Source: an optimization exercise on an open RTL-to-GDS flow (aim: small area, a short achievable clock period and few clock cycles per item). Production flows keep margins and buffers that such runs may drop. The RTL was checked by simulation tests, not by an equivalence proof against the original design.

==> flow/design.v (outline; a module is shown in full before it is edited, if it fits) <==
// module pha_prop_mul: 362 lines
// module pha_acc_sum: 518 lines
// module pi_heading_aligner_top: 209 lines
module pi_heading_aligner_top (
  input  logic                                clk_i,
  input  logic                                rst_ni,
  input  logic                                cfg_we_i,
  input  logic [pha_pkg::AddrW-1:0]           cfg_addr_i,
  input  logic [pha_pkg::CfgDataW-1:0]        cfg_wdata_i,
  input  logic                                in_valid_i,
  output logic                                in_ready_o,
  input  logic signed [pha_pkg::ErrW-1:0]     heading_error_i,
  input  logic                                target_valid_i,
  output logic                                out_valid_o,
  input  logic                                out_ready_i,
  output logic signed [pha_pkg::DriveW-1:0]   left_drive_o,
  output logic signed [pha_pkg::DriveW-1:0]   right_drive_o,
  output logic signed [pha_pkg::DriveW-1:0]   steer_value_o,
  output logic                                aligned_o
);
  // ...
==> flow/flow/run.sh <==
#!/bin/bash
set -euo pipefail
MARGIN=$(cat "$(dirname "$0")/setup_margin.txt")
bash standard.sh finish SETUP_SLACK_MARGIN=$MARGIN > flow_make.log 2>&1
==> flow/flow/setup_margin.txt <==
10
==> flow/standard.sh <==
#!/bin/bash
# synth_recipe.tcl (not shown) runs the flow's synth.tcl, then flattens the netlist and writes it again
# the make line also repeats each setting of config.mk as NAME=value (left out here)
make -C /OpenROAD-flow-scripts/flow DESIGN_CONFIG=/design/flow/config.mk WORK_HOME=/design/flow/orfs CLKGATE_MAP_FILE= SYNTH_SCRIPT=/design/flow/synth_recipe.tcl "${@:-finish}"
==> flow/config.mk <==
export PLATFORM = sky130hd
export DESIGN_NAME = pi_heading_aligner_top
export DESIGN_NICKNAME = pi_heading_aligner_top
export VERILOG_FILES = /design/flow/design.v
export SDC_FILE = /design/flow/constraint.sdc
export NUM_CORES = 4
export LEC_CHECK = 0
export ABC_AREA = 1
export CAP_MARGIN = 20
export CORE_MARGIN = 2
export CORE_UTILIZATION = 40
export SLEW_MARGIN = 20
==> flow/constraint.sdc <==
create_clock -name core_clock -period 15.0 [get_ports {clk_i}]
set_input_delay 3.0000 -clock core_clock [delete_from_list [all_inputs] [get_ports {clk_i}]]
set_output_delay 3.0000 -clock core_clock [all_outputs]
set_load 0.01 [all_outputs]
==> impl_metrics.csv, run 1 <==
group,metric,value,unit
worst_setup_path,crit_chain,"clkinvlp_4 > o22ai_1 > xor2_1 > fa_1 > fa_1 > inv_1 > fa_1 > inv_1 > fa_1 > inv_1 > ha_4 > a21oi_1 > o21a_1 > inv_1 > a21oi_1 > o21ai_1 > a21oi_2 > inv_1 > a21oi_1 > xnor2_1",
route,met3_length,8.57,mm
grt,grt_pass1_wl,141,mm
route,dr.pass1.iters,8,
route,drc,0,
clock_tree,cts.path.max_buffers,3,
synthesis,synthCells,3497,
synthesis,synth_commonest_cells,"nand2_1, inv_1, xor2_1, o22ai_1, fa_1",
finish,fill_cells,6585,
worst_setup_path,path_class,"flip-flop to flip-flop",
grt,grt.overflow.total,0,
status,outcome,"finished clean",
floorplanning,die_h,269,um
route,final_antenna_net_count,0,
finish,buf_share,9.09,%
worst_setup_path,crit_top_cell,"inv_1",
sta,fin_ws,9.97,ns
floorplanning,start_util,40.3,%
finish,inverters,631,
finish,nets,4163,
finish,num-nonclk-buffers,357,
clock_tree,cts_hold_buf,0,
synthesis,synth_area,28100,sq um
sta,hold_slack,0.431,ns
finish,clk_share,3.10,%
worst_setup_path,rrSetupSlack,9.97,ns
Testbench counts, summed over its fixed seeds: cycles 5,952, items 5,760.
==> run 2, diff against run 1 <==
==> flow/flow/run.sh (replaced) <==
#!/bin/bash
set -euo pipefail
HERE="$(cd "$(dirname "$0")" && pwd)"
mapfile -t ARGS < "$HERE/make_args.txt"
bash standard.sh finish "${ARGS[@]}" > flow_make.log 2>&1
==> flow/flow/make_args.txt (new file) <==
SETUP_SLACK_MARGIN=10.5
removed: flow/flow/setup_margin.txt
==> run 2 against run 1 <==
  * Still clean
  * Non-clock buffer count rose by 96
  * Via count grew 2.7%
  * First-iteration DRC count decreased by 6.4%
  * Sequential share of layout area down 1.3 points
  * Highest routed layer is now met5
==> impl_metrics.csv, run 2 <==
group,metric,value,unit
synthesis,ys_ff_latch,254,
floorplanning,die-width,269,um
finish,reg_top3,"cfg_q (85), s2_acc_q (32), s1_prop_q (30)",
grt,grt_pass1_vias,25177,
worst_setup_path,path_class,"flip-flop to flip-flop",
worst_setup_path,rrSetupSlack,9.94,ns
floorplanning,rows,97,
finish,top_register,"cfg_q",
clock_tree,cts_tree,"built",
clock_tree,cts_hold_buf,0,
place,place_inst,4382,
synthesis,synth_area,28100,sq um
worst_setup_path,critPathLaunch,"integ_q[18]",
sta,rsz0062_at_grt,"yes",
clock_tree,clk_pin_slew,0.06,ns
worst_setup_path,crit_chain,"clkinvlp_4 > buf_4 > o22ai_1 > xor2_1 > fa_2 > inv_1 > fa_2 > fa_1 > inv_1 > fa_1 > inv_1 > ha_4 > nand2_2 > nor2_2 > inv_2 > nor4b_2 > nand2_1 > nand3_1 > nand2_1",
route,dr.pass1.iters,7,
finish,nets,4262,
clock_tree,numCtsBuffers,31,
synthesis,synthCells,3497,
grt,grt.overflow.total,0,
worst_setup_path,critPathBufInv,6,
job,maxCapViolations,0,
clock_tree,root_buffer,"clkbuf_16",
worst_setup_path,path_depth,19,
finish,final_cell_mix,"nand2_1, inv_1, xor2_1, buf_4, o22ai_1",
floorplanning,die_area,72500,sq um
route,wl,100,mm
synthesis,synth-main-ff-cell,"edfxtp_1",
worst_setup_path,r2r_start,"integ_q[18]",
place,io_buffers,93,
floorplanning,die_h,269,um
sta,min_period,5.06,ns
floorplanning,core_area,69800,sq um
finish,final_common_cell,"nand2_1",
finish,n_antenna_cell,0,
place,gp_congestion,0.928,
worst_setup_path,worstReg2RegEnd,"s2_acc_q[31]",
synthesis,synth_commonest_cells,"nand2_1, inv_1, xor2_1, o22ai_1, fa_1",
grt,met2_usage,41.3,%
sta,worstMarginPinSlew,0.805,ns
floorplanning,pin_count,94,
grt,grt_max_degree,65,
grt,met3_usage,4.59,%
place,dpl_cell_area,29800,sq um
finish,finalInstanceArea,36900,sq um
synthesis,synth-seq-area-share,24.6,%
route,num_vias,26484,
worst_setup_path,endpoint,"s2_acc_q[31]",
sta,final_max_slew_viol_count,0,
min_path,hold_path_class,"flip-flop to flip-flop",
worst_setup_path,worstPathArrival,5.39,ns
synthesis,synth_top_area_cell,"fa_1",
synthesis,syn-num-nets,3913,
grt,antenna_found_initial,2,
synthesis,synth.distinct_cells,55,
grt,grt_use_met1,34.2,%
status,outcome,"finished clean",
sta,fin_crit_sh,33.7,%
synthesis,synth_top_area_share,15.2,%
clock_tree,cts.path.max_buffers,3,
worst_setup_path,crit_path_max_incr_delay,0.57,ns
finish,drive_above_1_share,27.7,%
grt,gr-max-usage-layer,"met2",
clock_tree,clkLatencyLatePin,0.59,ns
route,final_antenna_net_count,0,
grt,grt_pass1_wl,147,mm
synthesis,yosys_warnings,1,
sta,worst_clock_skew,0.0272,ns
clock_tree,cts_num_sinks,254,
sta,relSlewSlack,45.8,%
worst_setup_path,required,15.33,ns
route,wire_per_inst,20.9,um
route,drc,0,
worst_setup_path,cp_max_fo,6,
sta,hold_viol,0,
worst_setup_path,crit_top_cell,"inv_1",
sta,setup_viol,0,
sta,setup_tns,0,ns
worst_setup_path,cpLargestDelayFamily,"adder cells",
synthesis,synth.avg_cell_area,8.05,sq um
worst_setup_path,rr_worst_depth,19,
synthesis,synth_edf_count,127,
finish,largest_reg_flops,85,
grt,gr-usage-all-layers,25.7,%
synthesis,synth.most_common_cell,"nand2_1",
floorplanning,start_util,40.3,%
place,hpwl,66.2,mm
finish,area_growth,31.0,%
finish,stdcell_count,4810,
sta,fmax,198,MHz
worst_setup_path,startpoint_type,"flip-flop",
synthesis,synth_area_leaders,"fa_1, edfxtp_1, xor2_1",
worst_setup_path,endpoint_kind,"flip-flop",
synthesis,synthArstFlopShare,44.1,%
clock_tree,h-tree-depth,1,
route,drt_iter0_markers,2818,
min_path,holdPathStages,1,
worst_setup_path,cpMaxStageDelayCell,"fa_2",
route,via_per_inst,5.51,
## run 2: worst min path at each step
stage	endpoint	slack, ns	start
after floorplan	s2_tgt_q	0.40	s1_tgt_q
after detailed placement	sk_err_q[4]	0.46	sk_err_q[4]
final	sk_err_q[13]	0.47	sk_err_q[13]
after global placement	sk_err_q[13]	0.45	sk_err_q[13]
after CTS	out_valid_q	0.47	s2_valid_q
after global routing	sk_err_q[9]	0.48	sk_err_q[9]
## run 2: metal layers
layer	vias to the layer above	share of wire, %
met3	419	9.8
met4	2	5.9
li1	12058	-
met2	1520	44
met1	12485	40
met5	-	0.012
## run 2: cells by family (layout without fill, tap and decap cells)
kind of cell	count (synthesis)	in the layout	synth area share, %
xor gates and xnor gates	417	417	13.0
AOI/OAI and AO/OA	677	678	13.9
adders and majority gates	373	373	22.3
muxes	15	15	0.600
and+or+nand+nor	989	992	15.1
DFF	254	254	24.6
buffers and inverters	772	1141	10.6
## run 2: what timing repair did
action / 4_1_cts / 5_1_grt
cloned: 20 / 5
setup endpoints to repair: 160 / 107
resized for setup: 493 / 271
pin swaps: 139 / 139
buffers inserted: 256 / 90
## run 2: stage by stage
stage          utilization [%]  hold slack [ns]  worst slack [ns]
5_1_grt                   52.8            0.484              9.88
4_1_cts                   50.2            0.472             10.23
3_3_place_gp              42.8            0.454              8.97
6_report                  52.8            0.470              9.94
3_5_place_dp              42.8            0.459              8.92
2_1_floorplan                -            0.400              9.42
## run 2: layout make-up
| cell class | count | area [sq um] |
|---|---|---|
| fillers | 6187 | 32900 |
| multi-input cells | 2475 | 20800 |
| flip-flops and latches | 254 | 7000 |
| repair buffers | 453 | 4170 |
| inverters | 610 | 2580 |
| well taps | 940 | 1180 |
| clock buffers | 45 | 943 |
| repair inverters | 21 | 145 |
| clock inverters | 12 | 81.3 |
==> run 3, diff against run 2 <==
==> flow/flow/make_args.txt (replaced) <==
SETUP_SLACK_MARGIN=9.6
BUFFER_PORTS_ARGS=-buffer_cell sky130_fd_sc_hd__buf_1
==> run 3 against run 2 <==
  * Still clean
  * Register-to-register slack got worse by 0.22 ns
  * Clock skew increased by 0.0073 ns
  * Cell count decreased by 4.2%
  * Via count decreased by 7.5%
  * Die area unchanged
  * Non-clock buffer count decreased by 196
  * Wire length decreased by 12%
  * Setup slack got worse by 0.22 ns
  * Highest routed layer unchanged
==> impl_metrics.csv, run 3 <==
group,metric,value,unit
status,outcome,"finished clean",
sta,hold_slack,0.431,ns
clock_tree,root_buffer,"clkbuf_16",
finish,area_growth,13.1,%
floorplanning,core_area,69800,sq um
worst_setup_path,critPathLaunch,"integ_q[10]",
worst_setup_path,endpoint_kind,"flip-flop",
synthesis,synth.most_common_cell,"nand2_1",
synthesis,synth_area,28100,sq um
finish,drive_above_1_share,11.9,%
clock_tree,cts_num_sinks,254,
synthesis,synth.avg_cell_area,8.05,sq um
clock_tree,h-tree-depth,1,
floorplanning,die_area,72500,sq um
finish,nets,4060,
sta,final_max_slew_viol_count,0,
sta,fin_crit_sh,35.2,%
finish,fill_cells,6921,
worst_setup_path,path_class,"flip-flop to flip-flop",
place,gp_congestion,0.924,
sta,setup_tns,0,ns
clock_tree,cts.path.max_buffers,3,
place,place_inst,4384,
grt,grt.overflow.total,0,
finish,top_register,"cfg_q",
job,maxCapViolations,0,
synthesis,synthCells,3497,
grt,grt_pass1_wl,132,mm
worst_setup_path,cp_max_fo,8,
clock_tree,clkLatencyLatePin,0.59,ns
place,hpwl,66.2,mm
worst_setup_path,crit_chain,"clkinvlp_4 > buf_4 > buf_4 > o22ai_1 > xor2_1 > fa_1 > fa_1 > inv_1 > fa_1 > inv_1 > fa_1 > inv_1 > ha_1 > nand2_1 > nor2_1 > inv_1 > nor4_1 > nand3_1 > nand3_1 > xor2_1",
sta,rsz0062_at_grt,"no",
synthesis,yosys_warnings,1,
sta,min_period,5.28,ns
sta,setup_viol,0,
synthesis,synth_commonest_cells,"nand2_1, inv_1, xor2_1, o22ai_1, fa_1",
clock_tree,cts_tree,"built",
worst_setup_path,critPathBufInv,7,
finish,final_common_cell,"nand2_1",
sta,worst_clock_skew,0.0345,ns
synthesis,synth_top_area_cell,"fa_1",
worst_setup_path,worstPathArrival,5.60,ns
synthesis,ys_ff_latch,254,
synthesis,synthArstFlopShare,44.1,%
min_path,worstHoldStart,"s1_tgt_q",
route,final_antenna_net_count,0,
route,dr.pass1.iters,8,
synthesis,synth-main-ff-cell,"edfxtp_1",
worst_setup_path,cpLargestDelayFamily,"adder cells",
worst_setup_path,cpMaxStageDelayCell,"fa_1",
floorplanning,rows,97,
sta,worstMarginPinSlew,0.935,ns
synthesis,synth_area_leaders,"fa_1, edfxtp_1, xor2_1",
route,wl,88.1,mm
worst_setup_path,startpoint_type,"flip-flop",
synthesis,synth.distinct_cells,55,
finish,final_cell_mix,"nand2_1, inv_1, xor2_1, o22ai_1, fa_1",
floorplanning,die_h,269,um
clock_tree,cts_hold_buf,0,
synthesis,synth_top_area_share,15.2,%
floorplanning,pin_count,94,
route,via_per_inst,5.31,
synthesis,syn-num-nets,3913,
route,wire_per_inst,19.1,um
grt,antenna_found_initial,5,
grt,gr-usage-all-layers,22.9,%
worst_setup_path,r2r_start,"integ_q[10]",
synthesis,synth-seq-area-share,24.6,%
worst_setup_path,required,15.32,ns
floorplanning,die-width,269,um
worst_setup_path,crit_path_max_incr_delay,0.51,ns
finish,stdcell_count,4609,
clock_tree,clk_pin_slew,0.07,ns
finish,largest_reg_flops,85,
sta,hold_viol,0,
clock_tree,numCtsBuffers,31,
synthesis,synth_edf_count,127,
route,drc,0,
grt,grt_pass1_vias,22915,
finish,reg_top3,"cfg_q (85), s2_acc_q (32), s1_prop_q (30)",
route,num_vias,24494,
min_path,hold_path_class,"flip-flop to flip-flop",
floorplanning,start_util,40.3,%
sta,relSlewSlack,37.5,%
sta,fmax,189,MHz
place,io_buffers,93,
grt,grt_max_degree,69,
route,drt_iter0_markers,2366,
[run 3: cell count changes in the layout (fill, tap and decap cells not counted), moves of 51 or more]
cell             change
buf_6               -51
buf_4              -120
nand2_1             +54
clkdlybuf4s50_1     -87
inv_1               +64
buf_1               +92
inv_2               -51
o22ai_1             +57
[run 3: cell type report]
class                      instances  area (sq um)  share of cell area, %
timing repair buffer             257          1620                   5.09
sequential                       254          6970                   21.9
tap                              940          1180                   3.70
inverter                         610          2530                   7.95
antenna                            1          2.50                0.00786
multi-input combinational       2471         18400                   57.8
timing repair inverter            19           115                  0.362
clock inverter                    19           199                  0.625
clock buffer                      38           833                   2.62
[run 3: worst register-to-register path: cells and delay by family, from the launching register on]
kind                     cells  cell delay, ns
adder cells (fa/ha/maj)      5            2.34
AO/OA/AOI/OAI                1            0.22
AND/OR/NAND/NOR              5            0.89
buffers and inverters        7            0.92
XOR/XNOR                     2            0.19
flip-flops                   1            0.46
[run 3: through the flow]
step	cell area, sq um	utilization (%)	setup WS (ns)
CTS	30300	43.5	9.54
floorplan	28300	-	9.42
global route	31800	45.6	9.58
finish	31800	45.6	9.72
detailed placement	29200	41.9	9.28
global placement	29200	41.8	9.04
[run 3: timing repair]
| item | in CTS | in global routing |
|---|---|---|
| setup buffers | 6 | 142 |
| gates cloned | 0 | 19 |
| resized for setup | 16 | 98 |
| endpoints found under the hold margin | 0 | 0 |
| setup endpoints to repair | 19 | 62 |
[run 3: cell families (layout without fill, tap and decap cells)]
logic type / count (synthesis) / count (layout) / synth area share [%]
buffers and inverters: 772 / 943 / 10.6
XOR/XNOR: 417 / 417 / 13.0
AO/OA/AOI/OAI: 677 / 677 / 13.9
other: 0 / 1 / 0
AND/OR/NAND/NOR: 989 / 989 / 15.1
multiplexers: 15 / 15 / 0.600
adder cells (fa/ha/maj): 373 / 373 / 22.3
flip-flops: 254 / 254 / 24.6
[run 3: path summary, 6_finish.rpt]
kind	to	slack (ns)	cells after the start
setup / recovery	s2_acc_q[33]	9.72	20
hold / removal	s2_tgt_q	0.43	0
setup reg to reg	s2_acc_q[33]	9.72	20
hold reg to reg	s2_tgt_q	0.43	0
max in group asynchronous	cfg_q[45]	11.04	2
min in group asynchronous	s2_valid_q	2.50	1
[run 3: per-layer routing]
| metal | share of wire, % | GRT usage, % | up-vias |
|---|---|---|---|
| met1 | 43 | 31.6 | 11561 |
| li1 | - | - | 11672 |
| met5 | 0.045 | 0 | - |
| met4 | 3.9 | 6.73 | 6 |
| met2 | 44 | 36.3 | 1047 |
| met3 | 9.0 | 4.59 | 208 |
==> run 4, diff against run 3 <==
==> flow/flow/make_args.txt (replaced) <==
SETUP_SLACK_MARGIN=10
BUFFER_PORTS_ARGS=-buffer_cell sky130_fd_sc_hd__buf_1
==> run 4 against run 3 <==
  * Synthesized area is the same
  * Hold slack got worse by 0.00067 ns
  * Clock skew is 0.0070 ns lower
  * Critical endpoint is now s2_acc_q[25]
  * Critical path depth is the same
  * Fmax rose by 4.7%
  * Still clean
  * Register-to-register slack better by 0.24 ns
  * Global-route usage rose by 1.1 points
  * Die area did not move
  * First-iteration DRC count grew 18%
  * Wire length rose by 6.6%
  * Via count grew 4.9%
==> impl_metrics.csv, run 4 <==
group,metric,value,unit
grt,grt_pass1_vias,23896,
floorplanning,start_util,40.3,%
route,num_vias,25684,
clock_tree,cts_num_sinks,254,
synthesis,synth_area,28100,sq um
finish,final_cell_mix,"nand2_1, inv_1, xor2_1, o22ai_1, buf_4",
floorplanning,die_h,269,um
grt,gr-usage-all-layers,24.1,%
worst_setup_path,required,15.33,ns
sta,setup_tns,0,ns
synthesis,synth_top_area_share,15.2,%
clock_tree,clk_pin_slew,0.07,ns
route,drt_iter0_markers,2783,
worst_setup_path,rrSetupSlack,9.96,ns
sta,fin_crit_sh,33.6,%
sta,worst_clock_skew,0.0275,ns
route,dr.pass1.iters,8,
synthesis,synth.distinct_cells,55,
grt,grt_max_degree,69,
finish,reg_top3,"cfg_q (85), s2_acc_q (32), s1_prop_q (30)",
clock_tree,root_buffer,"clkbuf_16",
route,final_antenna_net_count,0,
synthesis,synth.avg_cell_area,8.05,sq um
finish,area_growth,19.8,%
synthesis,ys_ff_latch,254,
route,wire_per_inst,20.0,um
clock_tree,cts_tree,"built",
synthesis,syn-num-nets,3913,
sta,setup_viol,0,
finish,largest_reg_flops,85,
worst_setup_path,path_class,"flip-flop to flip-flop",
worst_setup_path,endpoint,"s2_acc_q[25]",
worst_setup_path,startpoint_type,"flip-flop",
finish,finalInstanceArea,33700,sq um
synthesis,synth.most_common_cell,"nand2_1",
sta,relSlewSlack,37.8,%
job,maxCapViolations,0,
synthesis,synth-main-ff-cell,"edfxtp_1",
place,io_buffers,93,
worst_setup_path,endpoint_kind,"flip-flop",
finish,n_antenna_cell,0,
grt,grt.overflow.total,0,
sta,rsz0062_at_grt,"yes",
sta,hold_viol,0,
clock_tree,clkLatencyLatePin,0.58,ns
synthesis,synthArstFlopShare,44.1,%
sta,min_period,5.04,ns
synthesis,synth_commonest_cells,"nand2_1, inv_1, xor2_1, o22ai_1, fa_1",
floorplanning,die_area,72500,sq um
floorplanning,pin_count,94,
route,drc,0,
clock_tree,cts.path.max_buffers,3,
sta,final_max_slew_viol_count,0,
place,hpwl,66.2,mm
finish,nets,4155,
worst_setup_path,worstPathArrival,5.37,ns
synthesis,synth_area_leaders,"fa_1, edfxtp_1, xor2_1",
worst_setup_path,cp_max_fo,5,
worst_setup_path,r2r_start,"integ_q[12]",
floorplanning,rows,97,
synthesis,synth_top_area_cell,"fa_1",
clock_tree,cts_hold_buf,0,
clock_tree,h-tree-depth,1,
status,outcome,"finished clean",
sta,worstMarginPinSlew,0.930,ns
worst_setup_path,critPathLaunch,"integ_q[12]",
finish,final_common_cell,"nand2_1",
synthesis,synth-seq-area-share,24.6,%
sta,fmax,198,MHz
place,dpl_cell_area,29200,sq um
grt,grt_pass1_wl,138,mm
floorplanning,core_area,69800,sq um
synthesis,synthCells,3497,
min_path,hold_path_class,"flip-flop to flip-flop",
route,via_per_inst,5.46,
synthesis,synth_edf_count,127,
synthesis,yosys_warnings,1,
finish,drive_above_1_share,18.8,%
grt,antenna_found_initial,5,
clock_tree,numCtsBuffers,31,
worst_setup_path,rr_worst_depth,20,
floorplanning,die-width,269,um
place,gp_congestion,0.924,
route,wl,93.9,mm
worst_setup_path,worstReg2RegEnd,"s2_acc_q[25]",
finish,top_register,"cfg_q",
## run 4: cell counts after synthesis
Identical to the previous run, type by type.
## run 4: cells by family (layout without fill, tap and decap cells)
group / Yosys count / after routing / share of synthesized area (%)
and+or+nand+nor: 989 / 990 / 15.1
buffers and inverters: 772 / 1037 / 10.6
AOI/OAI and AO/OA: 677 / 677 / 13.9
xor gates and xnor gates: 417 / 417 / 13.0
adders and majority gates: 373 / 373 / 22.3
DFF: 254 / 254 / 24.6
muxes: 15 / 15 / 0.600
## run 4: per-layer routing
layer	wire, um	track usage, %	vias up
li1	-	-	11853
met1	38800	32.9	12130
met2	41800	38.3	1353
met3	8780	4.10	342
met4	4530	8.57	6
met5	40	0	-
## run 4: worst min-delay path by stage
stage / start / endpoint / slack [ns] / depth (start not counted)
after floorplan: s1_tgt_q / s2_tgt_q / 0.40 / 0
after global placement: s1_tgt_q / s2_tgt_q / 0.40 / 0
after detailed placement: s1_tgt_q / s2_tgt_q / 0.42 / 0
after CTS: s1_tgt_q / s2_tgt_q / 0.44 / 0
final: s1_tgt_q / s2_tgt_q / 0.43 / 0
after global routing: s1_tgt_q / s2_tgt_q / 0.44 / 0
## run 4: final cells by class
class	instances	area (sq um)
repair inverters	23	153
clock inverters	19	199
fillers	6639	36100
multi-input cells	2472	19300
inverters	610	2550
well taps	940	1180
repair buffers	347	2470
clock buffers	38	833
flip-flops and latches	254	7000
## run 4: per-stage QoR
| stage | cells | util [%] | setup slack (ns) | hold slack [ns] |
|---|---|---|---|---|
| floorplan | 3497 | - | 9.42 | 0.400 |
| global placement | 4384 | 41.8 | 9.04 | 0.401 |
| detailed placement | 4384 | 41.9 | 9.28 | 0.421 |
| CTS | 4564 | 45.3 | 9.90 | 0.439 |
| global route | 4703 | 48.3 | 9.74 | 0.438 |
| finish | 4703 | 48.3 | 9.96 | 0.430 |
## run 4: critical path, stage by stage, from the launching register on
cell and delay [ns]:
dfrtp_2 0.44, clkinvlp_4 0.20, o22ai_1 0.31, xor2_1 0.31, fa_1 0.47, fa_1 0.53, inv_1 0.06, fa_1 0.47
inv_1 0.05, fa_1 0.49, inv_1 0.04, ha_1 0.35, a21oi_2 0.18, o21a_1 0.13, inv_1 0.05, a21oi_1 0.12
o21ai_1 0.12, a21oi_2 0.16, inv_1 0.06, a21oi_1 0.17, xnor2_1 0.08
## run 4: repair_timing
item,4_1_cts,5_1_grt
setup buffers,106,131
setup endpoints to repair,72,74
resized for setup,126,232
cloned,17,8
pin swaps,4,48
==> run 5, diff against run 4 <==
--- a/flow/config.mk
+++ b/flow/config.mk
@@ -9,4 +9,5 @@
 export CAP_MARGIN = 20
 export CORE_MARGIN = 2
 export CORE_UTILIZATION = 40
+export CTS_BUF_LIST = sky130_fd_sc_hd__clkbuf_4 sky130_fd_sc_hd__clkbuf_8
 export SLEW_MARGIN = 20
==> run 5 against run 4 <==
  * Design area grew 1.6%
  * Critical path depth fell by 1
  * Global-route usage up 0.46 points
  * Cell count rose by 0.94%
  * Critical endpoint is now s2_acc_q[28]
  * Wire length rose by 1.9%
  * Flip-flop and latch count is the same
  * Register-to-register slack lost 0.30 ns
  * Critical path type unchanged
  * Setup slack worse by 0.30 ns
  * Hold slack lost 0.0090 ns
  * Die area unchanged
==> impl_metrics.csv, run 5 <==
group,metric,value,unit
status,outcome,"finished clean",
route,dr.pass1.iters,11,
synthesis,synth_commonest_cells,"nand2_1, inv_1, xor2_1, o22ai_1, fa_1",
route,drt_iter0_markers,2736,
worst_setup_path,crit_path_max_incr_delay,0.60,ns
worst_setup_path,crit_chain,"clkinvlp_4 > buf_4 > o22ai_1 > xor2_1 > fa_1 > inv_1 > fa_1 > inv_1 > fa_1 > inv_1 > fa_1 > inv_1 > ha_4 > a21oi_2 > o21ai_1 > o21bai_1 > a21oi_1 > nand2_1 > xor2_1",
clock_tree,cts_num_sinks,254,
floorplanning,core_area,69800,sq um
grt,gr-usage-all-layers,24.5,%
synthesis,synth_edf_count,127,
synthesis,synth_top_area_share,15.2,%
floorplanning,start_util,40.3,%
job,maxCapViolations,0,
worst_setup_path,path_class,"flip-flop to flip-flop",
finish,reg_top3,"cfg_q (85), s2_acc_q (32), s1_prop_q (30)",
finish,largest_reg_flops,85,
grt,antenna_found_initial,6,
finish,final_cell_mix,"nand2_1, inv_1, xor2_1, buf_4, o22ai_1",
floorplanning,pin_count,94,
synthesis,synth-main-ff-cell,"edfxtp_1",
place,io_buffers,93,
worst_setup_path,startpoint_type,"flip-flop",
finish,fin_util,49.1,%
synthesis,synthCells,3497,
clock_tree,clkLatencyLatePin,0.67,ns
route,wire_per_inst,20.2,um
clock_tree,h-tree-depth,2,
sta,worst_clock_skew,0.0752,ns
worst_setup_path,worstPathArrival,5.70,ns
finish,fill_cells,6593,
synthesis,synth_area_leaders,"fa_1, edfxtp_1, xor2_1",
grt,grt_max_degree,69,
finish,drive_above_1_share,21.1,%
sta,worstMarginPinSlew,0.931,ns
grt,grt.overflow.total,0,
floorplanning,rows,97,
clock_tree,cts.path.max_buffers,3,
worst_setup_path,cp_max_fo,5,
synthesis,ys_ff_latch,254,
worst_setup_path,cpMaxStageDelayCell,"fa_1",
synthesis,synth_top_area_cell,"fa_1",
synthesis,synth.distinct_cells,55,
synthesis,synth_area,28100,sq um
synthesis,synth-seq-area-share,24.6,%
route,wl,95.7,mm
floorplanning,die-width,269,um
route,via_per_inst,5.44,
place,place_inst,4384,
clock_tree,cts_tree,"built",
sta,min_period,5.34,ns
min_path,hold_path_class,"flip-flop to flip-flop",
finish,stdcell_count,4747,
route,drc,0,
finish,top_register,"cfg_q",
synthesis,synthArstFlopShare,44.1,%
finish,final_common_cell,"nand2_1",
place,hpwl,66.2,mm
synthesis,synth.avg_cell_area,8.05,sq um
floorplanning,die_area,72500,sq um
synthesis,syn-num-nets,3913,
sta,setup_viol,0,
clock_tree,clk_pin_slew,0.07,ns
synthesis,synth.most_common_cell,"nand2_1",
sta,relSlewSlack,37.8,%
sta,rsz0062_at_grt,"yes",
place,gp_congestion,0.924,
floorplanning,die_h,269,um
sta,fmax,187,MHz
synthesis,yosys_warnings,1,
sta,fin_crit_sh,35.6,%
worst_setup_path,endpoint_kind,"flip-flop",
worst_setup_path,required,15.36,ns
route,num_vias,25846,
sta,hold_viol,0,
sta,setup_tns,0,ns
sta,final_max_slew_viol_count,0,
clock_tree,numCtsBuffers,49,
grt,grt_pass1_wl,140,mm
finish,nets,4180,
grt,grt_pass1_vias,24247,
finish,area_growth,21.6,%
route,final_antenna_net_count,0,
clock_tree,root_buffer,"clkbuf_8",
## run 5: layer usage
metal	GRT usage, %	up-vias	wire length, um
li1	-	11907	-
met1	33.1	12196	39100
met2	38.7	1330	42400
met3	4.70	405	9200
met4	9.76	8	5010
met5	0	-	49
## run 5: path summary, 6_finish.rpt
kind	cells past startpoint	slack, ns	endpoint	from
worst min register to register	0	0.42	s2_tgt_q	s1_tgt_q
min in group asynchronous	1	2.41	s2_valid_q	rst_ni
worst max register to register	19	9.66	s2_acc_q[28]	integ_q[17]
worst min-delay path	0	0.42	s2_tgt_q	s1_tgt_q
worst max-delay path	19	9.66	s2_acc_q[28]	integ_q[17]
max in group asynchronous	2	11.11	cfg_q[42]	rst_ni
## run 5: kinds of logic after synthesis
family	synth area share (%)
simple gates	15.1
compound gates	13.9
flops	24.6
buf+inv	10.6
fa+ha+maj	22.3
xor+xnor	13.0
mux	0.600
## run 5: layout make-up
cell class | instances | area (sq um) | share of cell area, %
timing repair inverter | 22 | 158 | 0.461
antenna | 3 | 7.51 | 0.0219
inverter | 610 | 2530 | 7.39
clock inverter | 22 | 279 | 0.815
sequential | 254 | 6990 | 20.4
clock buffer | 69 | 881 | 2.57
tap | 940 | 1180 | 3.44
multi-input combinational | 2472 | 19600 | 57.4
timing repair buffer | 355 | 2570 | 7.51
## run 5: worst max-delay path, delay by kind of cell, from the launching register on
| kind | cells | cell delay, ns |
|---|---|---|
| adders and majority gates | 5 | 2.11 |
| AOI/OAI and AO/OA | 5 | 1.18 |
| buffers and inverters | 6 | 0.74 |
| DFF | 1 | 0.51 |
| xor gates and xnor gates | 2 | 0.38 |
| and+or+nand+nor | 1 | 0.11 |
## run 5: per-stage QoR
stage          hold WS, ns  setup WS (ns)  area (sq um)
4_1_cts              0.422           9.95         32000
6_report             0.421           9.66         34200
3_5_place_dp         0.421           9.28         29200
2_1_floorplan        0.400           9.42         28300
3_3_place_gp         0.401           9.04         29200
5_1_grt              0.425           9.53         34200
## run 5: what timing repair did
| action | CTS | global route |
|---|---|---|
| hold buffers | 0 | 0 |
| endpoints found under the setup margin | 81 | 62 |
| buffers inserted | 136 | 110 |
| cloned | 20 | 3 |
| pin swaps | 6 | 60 |
| gates resized for setup | 146 | 276 |
==> run 6, diff against run 5 <==
==> flow/flow/make_args.txt (replaced) <==
SETUP_SLACK_MARGIN=9.8
BUFFER_PORTS_ARGS=-buffer_cell sky130_fd_sc_hd__buf_1
--- a/flow/config.mk
+++ b/flow/config.mk
@@ -9,5 +9,4 @@
 export CAP_MARGIN = 20
 export CORE_MARGIN = 2
 export CORE_UTILIZATION = 40
-export CTS_BUF_LIST = sky130_fd_sc_hd__clkbuf_4 sky130_fd_sc_hd__clkbuf_8
 export SLEW_MARGIN = 20
==> run 6 against run 5 <==
  * Die area did not move
  * Largest cell class unchanged
  * Wire length is 5.6% lower
  * First-iteration DRC count shrank 7.5%
  * Fmax grew 3.7%
  * Design area fell by 5.6%
  * Utilization fell by 2.8 points
  * Sequential share of layout area grew 1.2 points
==> impl_metrics.csv, run 6 <==
group,metric,value,unit
finish,final_cell_mix,"nand2_1, inv_1, xor2_1, o22ai_1, fa_1",
worst_setup_path,crit_chain,"clkinvlp_2 > o22ai_1 > xor2_1 > fa_1 > fa_1 > inv_1 > fa_1 > inv_1 > fa_1 > inv_1 > ha_1 > nand2_1 > nor2_1 > inv_1 > nor2_1 > inv_1 > o21ai_1 > a21oi_2 > inv_1 > a21oi_1 > xnor2_1",
sta,relSlewSlack,37.2,%
worst_setup_path,critPathBufInv,7,
clock_tree,cts_tree,"built",
grt,met2_usage,37.1,%
route,dr.pass1.iters,8,
synthesis,synth-main-ff-cell,"edfxtp_1",
place,hpwl,66.2,mm
synthesis,synth_top_area_cell,"fa_1",
route,via_per_inst,5.38,
worst_setup_path,cpLargestDelayFamily,"adder cells",
route,final_antenna_net_count,0,
route,drc,0,
clock_tree,root_buffer,"clkbuf_16",
floorplanning,die_h,269,um
sta,setup_viol,0,
finish,fill_cells,6884,
finish,final_common_cell,"nand2_1",
route,num_vias,24975,
worst_setup_path,cpMaxStageDelayCell,"fa_1",
synthesis,synth_commonest_cells,"nand2_1, inv_1, xor2_1, o22ai_1, fa_1",
sta,hold_viol,0,
place,io_buffers,93,
floorplanning,core_area,69800,sq um
sta,fin_ws,9.85,ns
synthesis,yosys_warnings,1,
worst_setup_path,worstPathArrival,5.47,ns
grt,grt_pass1_wl,135,mm
grt,met3_usage,4.87,%
grt,grt.overflow.total,0,
place,gp_congestion,0.924,
clock_tree,cts_num_sinks,254,
sta,fmax,194,MHz
worst_setup_path,startpoint_type,"flip-flop",
worst_setup_path,cp_max_fo,6,
worst_setup_path,endpoint_kind,"flip-flop",
finish,regArea,6990,sq um
synthesis,synth_edf_count,127,
sta,setup_tns,0,ns
route,drt_iter0_markers,2532,
worst_setup_path,required,15.32,ns
min_path,hold_path_class,"flip-flop to flip-flop",
place,place_ws,9.28,ns
worst_setup_path,crit_top_cell,"inv_1",
sta,rsz0062_at_grt,"yes",
synthesis,synthCells,3497,
synthesis,syn-num-nets,3913,
route,wire_per_inst,19.5,um
clock_tree,clk_pin_slew,0.06,ns
sta,worstMarginPinSlew,0.940,ns
synthesis,synth.most_common_cell,"nand2_1",
sta,fin_crit_sh,34.3,%
synthesis,synth-seq-area-share,24.6,%
synthesis,synth_top_area_share,15.2,%
synthesis,synth.avg_cell_area,8.05,sq um
finish,area_growth,14.8,%
clock_tree,h-tree-depth,1,
place,dpl_cell_area,29200,sq um
place,place_inst,4384,
finish,reg_top3,"cfg_q (85), s2_acc_q (32), s1_prop_q (30)",
route,wl,90.4,mm
status,outcome,"finished clean",
clock_tree,clkLatencyLatePin,0.59,ns
clock_tree,numCtsBuffers,31,
sta,min_period,5.15,ns
floorplanning,pin_count,94,
grt,gr-usage-all-layers,23.5,%
grt,gr-max-usage-layer,"met2",
floorplanning,rows,97,
sta,worst_clock_skew,0.0283,ns
grt,grt_pass1_vias,23375,
synthesis,synth_area_leaders,"fa_1, edfxtp_1, xor2_1",
finish,multi_input_area,18500,sq um
clock_tree,cts_hold_buf,0,
grt,grt_use_met1,32.0,%
finish,top_register,"cfg_q",
finish,drive_above_1_share,14.0,%
synthesis,synth.distinct_cells,55,
synthesis,ys_ff_latch,254,
sta,final_max_slew_viol_count,0,
finish,nets,4092,
synthesis,synth_area,28100,sq um
grt,grt_max_degree,69,
clock_tree,cts.path.max_buffers,3,
synthesis,synthArstFlopShare,44.1,%
finish,largest_reg_flops,85,
worst_setup_path,path_class,"flip-flop to flip-flop",
worst_setup_path,crit_path_max_incr_delay,0.51,ns
floorplanning,die-width,269,um
job,maxCapViolations,0,
finish,finalInstanceArea,32300,sq um
finish,stdcell_count,4641,
floorplanning,start_util,40.3,%
floorplanning,die_area,72500,sq um
grt,antenna_found_initial,4,
## run 6: timing repair
item                       CTS  global route
cloned                       6            21
pin swaps                    0            11
setup buffers               60           112
setup endpoints to repair   57            55
resized for setup           67           113
## run 6: path summary, 6_finish.rpt
| check | end | start | slack (ns) | cells past startpoint |
|---|---|---|---|---|
| worst max-delay path | s2_acc_q[25] | cfg_q[40] | 9.85 | 21 |
| worst min-delay path | s2_tgt_q | s1_tgt_q | 0.43 | 0 |
| worst max register to register | s2_acc_q[25] | cfg_q[40] | 9.85 | 21 |
| worst min register to register | s2_tgt_q | s1_tgt_q | 0.43 | 0 |
| max in group asynchronous | cfg_q[45] | rst_ni | 11.04 | 2 |
| min in group asynchronous | s2_valid_q | rst_ni | 2.49 | 1 |
## run 6: routing by layer
layer,wire length [um],vias to the layer above
li1,-,11743
met1,37700,11735
met2,40100,1233
met3,8490,258
met4,4040,6
met5,46,-
## run 6: kinds of logic (layout without fill, tap and decap cells)
| family | after synthesis | in the layout | synth area share [%] |
|---|---|---|---|
| AO/OA/AOI/OAI | 677 | 677 | 13.9 |
| XOR/XNOR | 417 | 417 | 13.0 |
| adder cells (fa/ha/maj) | 373 | 373 | 22.3 |
| buffers and inverters | 772 | 974 | 10.6 |
| flip-flops | 254 | 254 | 24.6 |
| multiplexers | 15 | 15 | 0.600 |
| other | 0 | 1 | 0 |
| AND/OR/NAND/NOR | 989 | 990 | 15.1 |
## run 6: worst reg2reg max path, cell delays in order, from the launching register on
cell and delay, ns:
dfrtp_2 0.50, clkinvlp_2 0.30, o22ai_1 0.28, xor2_1 0.25
fa_1 0.48, fa_1 0.51, inv_1 0.05, fa_1 0.47
inv_1 0.05, fa_1 0.51, inv_1 0.05, ha_1 0.35
nand2_1 0.11, nor2_1 0.16, inv_1 0.07, nor2_1 0.09
inv_1 0.08, o21ai_1 0.26, a21oi_2 0.08, inv_1 0.07
a21oi_1 0.07, xnor2_1 0.13
## run 6: final cells by class
cell class                 instances  share of cell area, %
timing repair inverter            26                  0.504
sequential                       254                   21.6
tap                              940                   3.64
antenna                            1                0.00775
multi-input combinational       2472                   57.3
clock inverter                    19                  0.616
inverter                         610                   7.86
clock buffer                      38                   2.58
timing repair buffer             281                   5.81
## run 6: per-stage QoR
step	hold slack [ns]	util, %
final	0.433	46.3
after global routing	0.438	46.3
after CTS	0.439	44.4
after detailed placement	0.421	41.9
after global placement	0.401	41.8
after floorplan	0.400	-
==> run 7, diff against run 6 <==
--- a/flow/config.mk
+++ b/flow/config.mk
@@ -10,3 +10,4 @@
 export CORE_MARGIN = 2
 export CORE_UTILIZATION = 40
 export SLEW_MARGIN = 20
+export TNS_END_PERCENT = 5
==> run 7 against run 6 <==
  * Design area increased by 0.79%
  * First-iteration DRC count increased by 7.8%
  * Still clean on timing, DRC and antenna
  * Clock skew decreased by 0.0039 ns
  * Fmax decreased by 0.23%
  * Utilization increased by 0.37 points
  * Critical endpoint is now s2_acc_q[33]
  * Largest cell class unchanged
  * Hold slack about the same
  * Flip-flop and latch count unchanged
  * Critical path depth decreased by 3
==> impl_metrics.csv, run 7 <==
group,metric,value,unit
status,outcome,"finished clean",
synthesis,synth.distinct_cells,55,
route,num_vias,25134,
grt,grt.overflow.total,0,
synthesis,synth_compound_area_share,13.9,%
clock_tree,clk_pin_slew,0.07,ns
clock_tree,clkLatencyLatePin,0.60,ns
floorplanning,die_h,269,um
worst_setup_path,crit_top_cell,"fa_1",
finish,nets,4128,
worst_setup_path,cpMaxStageDelayCell,"fa_1",
finish,final_cell_mix,"nand2_1, inv_1, xor2_1, o22ai_1, fa_1",
synthesis,synth_simple_gate_area_share,15.1,%
clock_tree,numCtsBuffers,30,
route,drc,0,
finish,n_antenna_cell,0,
route,via_per_inst,5.38,
clock_tree,h-tree-depth,1,
floorplanning,rows,97,
grt,gr-usage-all-layers,23.1,%
route,wl,91.5,mm
route,final_antenna_net_count,0,
sta,fmax,194,MHz
route,wire_per_inst,19.6,um
worst_setup_path,rr_worst_depth,18,
sta,setup_tns,0,ns
synthesis,ys_ff_latch,254,
grt,antenna_found_initial,4,
floorplanning,start_util,40.3,%
synthesis,synth_top_area_cell,"fa_1",
min_path,hold_path_class,"flip-flop to flip-flop",
sta,worstMarginPinSlew,0.911,ns
finish,drive_above_1_share,14.6,%
finish,largest_reg_flops,85,
synthesis,synth_area_leaders,"fa_1, edfxtp_1, xor2_1",
clock_tree,cts_num_sinks,254,
grt,grt_max_degree,67,
worst_setup_path,required,15.34,ns
clock_tree,cts.path.max_buffers,3,
sta,relSlewSlack,39.3,%
worst_setup_path,startpoint_type,"flip-flop",
synthesis,synth.most_common_cell,"nand2_1",
synthesis,syn-num-nets,3913,
synthesis,synth.avg_cell_area,8.05,sq um
clock_tree,root_buffer,"clkbuf_16",
floorplanning,core_area,69800,sq um
worst_setup_path,path_class,"flip-flop to flip-flop",
synthesis,synth_edf_count,127,
finish,fin_util,46.6,%
floorplanning,die_area,72500,sq um
grt,grt_pass1_vias,22622,
synthesis,yosys_warnings,1,
sta,rsz0062_at_grt,"yes",
sta,min_period,5.16,ns
route,drt_iter0_markers,2730,
clock_tree,cts_tree,"built",
grt,grt_pass1_wl,133,mm
route,dr.pass1.iters,6,
synthesis,synthMuxAreaShare,0.600,%
synthesis,synth_commonest_cells,"nand2_1, inv_1, xor2_1, o22ai_1, fa_1",
sta,hold_slack,0.433,ns
sta,hold_viol,0,
place,place_ws,9.28,ns
synthesis,synth-seq-area-share,24.6,%
place,io_buffers,93,
worst_setup_path,crit_chain,"clkinvlp_4 > buf_4 > o22ai_1 > xor2_1 > fa_1 > fa_1 > fa_1 > inv_1 > fa_1 > inv_1 > ha_1 > nand2_1 > nor2_1 > inv_1 > nor4_2 > nand3_1 > nand3_1 > xor2_1",
place,gp_congestion,0.926,
finish,top_register,"cfg_q",
synthesis,synth_area,28100,sq um
synthesis,synthCells,3497,
worst_setup_path,worstPathArrival,5.50,ns
worst_setup_path,endpoint_kind,"flip-flop",
synthesis,synth-main-ff-cell,"edfxtp_1",
finish,final_common_cell,"nand2_1",
finish,area_growth,15.7,%
finish,reg_top3,"cfg_q (85), s2_acc_q (32), s1_prop_q (30)",
job,maxCapViolations,0,
sta,worst_clock_skew,0.0243,ns
worst_setup_path,crit_path_max_incr_delay,0.55,ns
synthesis,synth_xor_area_share,13.0,%
synthesis,synthArstFlopShare,44.1,%
sta,setup_viol,0,
synthesis,synth_top_area_share,15.2,%
sta,final_max_slew_viol_count,0,
worst_setup_path,rrSetupSlack,9.84,ns
place,hpwl,66.4,mm
floorplanning,pin_count,94,
worst_setup_path,cp_max_fo,5,
synthesis,synth_top_family_by_area,"adder cells",
sta,fin_crit_sh,34.4,%
min_path,holdPathStages,0,
sta,fin_ws,9.84,ns
synthesis,synthAdderAreaFrac,22.3,%
floorplanning,die-width,269,um
==> run 7: cell types whose count changed in the layout (fill, tap and decap cells not counted), moves of 5 or more <==
cell / change
a21oi_1: +10
a21oi_2: -10
buf_4: +25
clkinvlp_4: +10
inv_4: +5
nand3_1: +14
nand3_2: -14
o22ai_1: -6
o22ai_2: +6
==> run 7: critical path, delay by kind of cell, from the launching register on <==
kind	cells	cell delay, ns
fa+ha+maj	5	2.34
simple gates	5	0.84
buf+inv	5	0.73
flops	1	0.52
xor+xnor	2	0.29
compound gates	1	0.17
==> run 7: metrics by stage <==
stage,cell area [sq um],instances
after global routing,32600,4676
final,32600,4676
after CTS,30200,4443
after floorplan,28200,3497
after global placement,29100,4383
after detailed placement,29100,4383
==> run 7: area by class of cell <==
type	instances	area [sq um]
clock buffers	36	825
clock inverters	20	223
fillers	6790	37200
inverters	610	2550
multi-input cells	2471	18400
flip-flops and latches	254	7000
well taps	940	1180
repair buffers	309	2120
repair inverters	36	228
==> run 7: path summary, 6_finish.rpt <==
kind	to	startpoint
min in group asynchronous	s0_valid_q	rst_ni
worst max register to register	s2_acc_q[33]	integ_q[16]
worst min-delay path	s2_tgt_q	s1_tgt_q
worst min register to register	s2_tgt_q	s1_tgt_q
worst max-delay path	s2_acc_q[33]	integ_q[16]
max in group asynchronous	cfg_q[81]	rst_ni
==> run 7: timing repair <==
action,in CTS,in global routing
resized for setup,12,177
hold buffers,0,0
setup buffers,4,196
pin swaps,0,11
endpoints found under the setup margin,57,69
cloned,0,37
==> run 7: metal layers <==
layer / wire, um / track usage [%]
met4: 4500 / 7.41
met3: 7920 / 3.25
met5: 41 / 0
met2: 40000 / 36.0
met1: 39000 / 33.1
==> run 7: logic make-up after synthesis <==
family,after synthesis
adder cells (fa/ha/maj),373
AND/OR/NAND/NOR,989
multiplexers,15
buffers and inverters,772
AO/OA/AOI/OAI,677
flip-flops,254
XOR/XNOR,417
==> run 8, diff against run 7 <==
--- a/flow/config.mk
+++ b/flow/config.mk
@@ -8,6 +8,6 @@
 export ABC_AREA = 1
 export CAP_MARGIN = 20
 export CORE_MARGIN = 2
-export CORE_UTILIZATION = 40
+export CORE_UTILIZATION = 50
 export SLEW_MARGIN = 20
 export TNS_END_PERCENT = 5
==> run 8 against run 7 <==
  * Synthesized area stayed put
  * Setup slack better by 0.032 ns
==> impl_metrics.csv, run 8 <==
group,metric,value,unit
route,drc,0,
worst_setup_path,rr_worst_depth,21,
floorplanning,start_util,50.8,%
clock_tree,cts_hold_buf,0,
synthesis,synthCells,3497,
synthesis,synth_area_leaders,"fa_1, edfxtp_1, xor2_1",
grt,grt.overflow.total,0,
clock_tree,clkLatencyLatePin,0.58,ns
floorplanning,die_area,58200,sq um
floorplanning,core_area,55400,sq um
grt,antenna_found_initial,2,
synthesis,synth_area,28100,sq um
grt,gr-usage-all-layers,31.8,%
grt,grt_pass1_wl,142,mm
clock_tree,h-tree-depth,1,
worst_setup_path,r2r_start,"cfg_q[68]",
status,outcome,"finished clean",
sta,relSlewSlack,38.4,%
grt,grt_max_degree,68,
sta,min_period,5.13,ns
route,wl,95.1,mm
synthesis,synth_commonest_cells,"nand2_1, inv_1, xor2_1, o22ai_1, fa_1",
synthesis,syn-num-nets,3913,
clock_tree,cts.path.max_buffers,3,
synthesis,synth_edf_count,127,
route,final_antenna_net_count,0,
finish,regArea,7000,sq um
place,gp_congestion,0.975,
synthesis,yosys_warnings,1,
synthesis,synth-seq-area-share,24.6,%
finish,nets,4127,
sta,rsz0062_at_grt,"yes",
finish,largest_reg_flops,85,
worst_setup_path,endpoint_kind,"flip-flop",
floorplanning,die-width,241,um
grt,grt_pass1_vias,24085,
place,hpwl,70.0,mm
finish,area_growth,14.9,%
finish,drive_above_1_share,14.5,%
sta,setup_viol,0,
worst_setup_path,worstPathArrival,5.45,ns
synthesis,synth.avg_cell_area,8.05,sq um
floorplanning,die_h,241,um
synthesis,synth-main-ff-cell,"edfxtp_1",
floorplanning,rows,86,
sta,final_max_slew_viol_count,0,
worst_setup_path,cp_max_fo,11,
synthesis,synth.distinct_cells,55,
synthesis,synth_top_area_cell,"fa_1",
finish,reg_top3,"cfg_q (85), s2_acc_q (32), s1_prop_q (30)",
route,dr.pass1.iters,6,
worst_setup_path,worstReg2RegEnd,"s1_prop_q[27]",
finish,multi_input_area,18400,sq um
finish,top_register,"cfg_q",
clock_tree,numCtsBuffers,29,
worst_setup_path,path_class,"flip-flop to flip-flop",
sta,setup_tns,0,ns
sta,worst_clock_skew,0.0114,ns
sta,fmax,195,MHz
sta,fin_crit_sh,34.2,%
sta,worstMarginPinSlew,0.924,ns
clock_tree,cts_tree,"built",
worst_setup_path,required,15.32,ns
clock_tree,root_buffer,"clkbuf_16",
route,wire_per_inst,21.2,um
floorplanning,pin_count,94,
job,maxCapViolations,0,
worst_setup_path,rrSetupSlack,9.87,ns
synthesis,synthArstFlopShare,44.1,%
worst_setup_path,startpoint_type,"flip-flop",
synthesis,synth_top_area_share,15.2,%
synthesis,ys_ff_latch,254,
sta,hold_viol,0,
place,place_ws,9.00,ns
synthesis,synth.most_common_cell,"nand2_1",
clock_tree,cts_num_sinks,254,
place,io_buffers,93,
route,via_per_inst,5.69,
finish,final_common_cell,"nand2_1",
worst_setup_path,endpoint,"s1_prop_q[27]",
route,drt_iter0_markers,2527,
route,num_vias,25516,
worst_setup_path,critPathLaunch,"cfg_q[68]",
finish,fill_cells,5049,
min_path,hold_path_class,"flip-flop to flip-flop",
finish,final_cell_mix,"nand2_1, inv_1, xor2_1, o22ai_1, fa_1",
sta,fin_ws,9.87,ns
clock_tree,clk_pin_slew,0.06,ns
==> run 8: cell counts after synthesis <==
No cell type changed its count.
==> run 8: worst min path at each step <==
| stage | start | end | depth (start not counted) |
|---|---|---|---|
| final | s1_tgt_q | s2_tgt_q | 0 |
| after global routing | s1_tgt_q | s2_tgt_q | 0 |
| after CTS | s1_tgt_q | s2_tgt_q | 0 |
| after detailed placement | s1_tgt_q | s2_tgt_q | 0 |
| after global placement | s1_tgt_q | s2_tgt_q | 0 |
| after floorplan | s1_tgt_q | s2_tgt_q | 0 |
==> run 8: timing repair <==
| item | in CTS | in global routing |
|---|---|---|
| setup endpoints to repair | 60 | 67 |
| gates resized for setup | 53 | 137 |
| gates cloned | 9 | 15 |
| pin swaps | 0 | 13 |
| setup buffers | 65 | 148 |
==> run 8: final cells by class <==
| cell class | instances | share of cell area (%) |
|---|---|---|
| diodes | 1 | 0.00774 |
| clock buffers | 41 | 2.51 |
| clock inverters | 13 | 0.461 |
| inverters | 610 | 7.87 |
| multi-input cells | 2471 | 57.1 |
| flip-flops and latches | 254 | 21.6 |
| well taps | 748 | 2.89 |
| repair buffers | 321 | 7.06 |
| repair inverters | 24 | 0.488 |
==> run 8: critical path: stages (launching register included) <==
cell	delay, ns
dfrtp_1	0.39
clkinvlp_4	0.26
o22ai_1	0.37
xor2_1	0.31
fa_1	0.48
fa_1	0.53
inv_1	0.06
fa_1	0.48
inv_1	0.05
fa_1	0.49
inv_1	0.04
ha_1	0.35
a21o_1	0.20
a21boi_1	0.15
o21ai_0	0.11
nand2_1	0.08
nand3_2	0.09
nand2_1	0.08
nand2_1	0.08
nand2_1	0.07
nand2_1	0.05
xor2_1	0.14
==> run 8: logic make-up (layout without fill, tap and decap cells) <==
group	count (synthesis)	in the layout	synth area share (%)
AND/OR/NAND/NOR	989	989	15.1
buffers and inverters	772	1009	10.6
AO/OA/AOI/OAI	677	677	13.9
multiplexers	15	15	0.600
adder cells (fa/ha/maj)	373	373	22.3
XOR/XNOR	417	417	13.0
other	0	1	0
flip-flops	254	254	24.6
==> run 8: routing by layer <==
metal | GRT usage [%] | up-vias | part of all wire [%]
met5 | 0 | - | 0.014
met4 | 13.0 | 2 | 5.6
met3 | 5.15 | 293 | 8.9
met2 | 50.4 | 1302 | 44
met1 | 43.4 | 12128 | 41
li1 | - | 11791 | -
==> run 8: metrics by stage <==
step	instance area [sq um]	utilization, %	cells	hold slack [ns]
global placement	28900	52.1	4191	0.419
floorplan	28200	-	3497	0.400
CTS	30700	55.4	4319	0.447
global route	32300	58.3	4482	0.455
detailed placement	28900	52.1	4191	0.433
finish	32300	58.3	4483	0.440

[afterwards: timing with drivers on the ports]
In the flow no input, the clock included, has a driving cell. The finished layouts below were timed again as built, in two steps.
Step 1: set_driving_cell puts a clkbuf_16 on clk_i and a buf_2 on each other input, an assumption about the parent block.
Step 2 also shifts input and output timing later by t, the mid clock arrival at the registers, as if the neighbouring blocks saw the same clock.
Three values: ideal ports, drivers, drivers and shift; two values: the first two.
run	t (ns)	setup WS [ns]	hold WS [ns]	slew at the worst register clock pin (ns)	worst data-port slew with drivers (ns)
run 1	0.635	9.972 / 9.972 / 9.557	0.431 / 0.431 / 0.431	0.07 / 0.07	0.08
run 2	0.638	9.940 / 9.940 / 9.940	0.470 / 0.470 / 0.470	0.07 / 0.07	0.09
run 3	0.629	9.720 / 9.720 / 9.375	0.431 / 0.431 / 0.431	0.07 / 0.07	0.08
run 4	0.631	9.956 / 9.956 / 9.748	0.430 / 0.430 / 0.430	0.07 / 0.07	0.09
run 5	0.690	9.660 / 9.660 / 9.605	0.421 / 0.421 / 0.421	0.07 / 0.07	0.09
run 6	0.626	9.849 / 9.849 / 9.588	0.433 / 0.433 / 0.433	0.07 / 0.07	0.08
run 7	0.647	9.837 / 9.837 / 9.554	0.433 / 0.433 / 0.433	0.08 / 0.08	0.09
run 8	0.633	9.869 / 9.869 / 9.572	0.440 / 0.440 / 0.440	0.07 / 0.07	0.11
After both steps setup and hold are still met in every run listed. The setup slack of run 1, which loses most, moves by 0.000 ns with the drivers and by -0.415 ns with both steps.
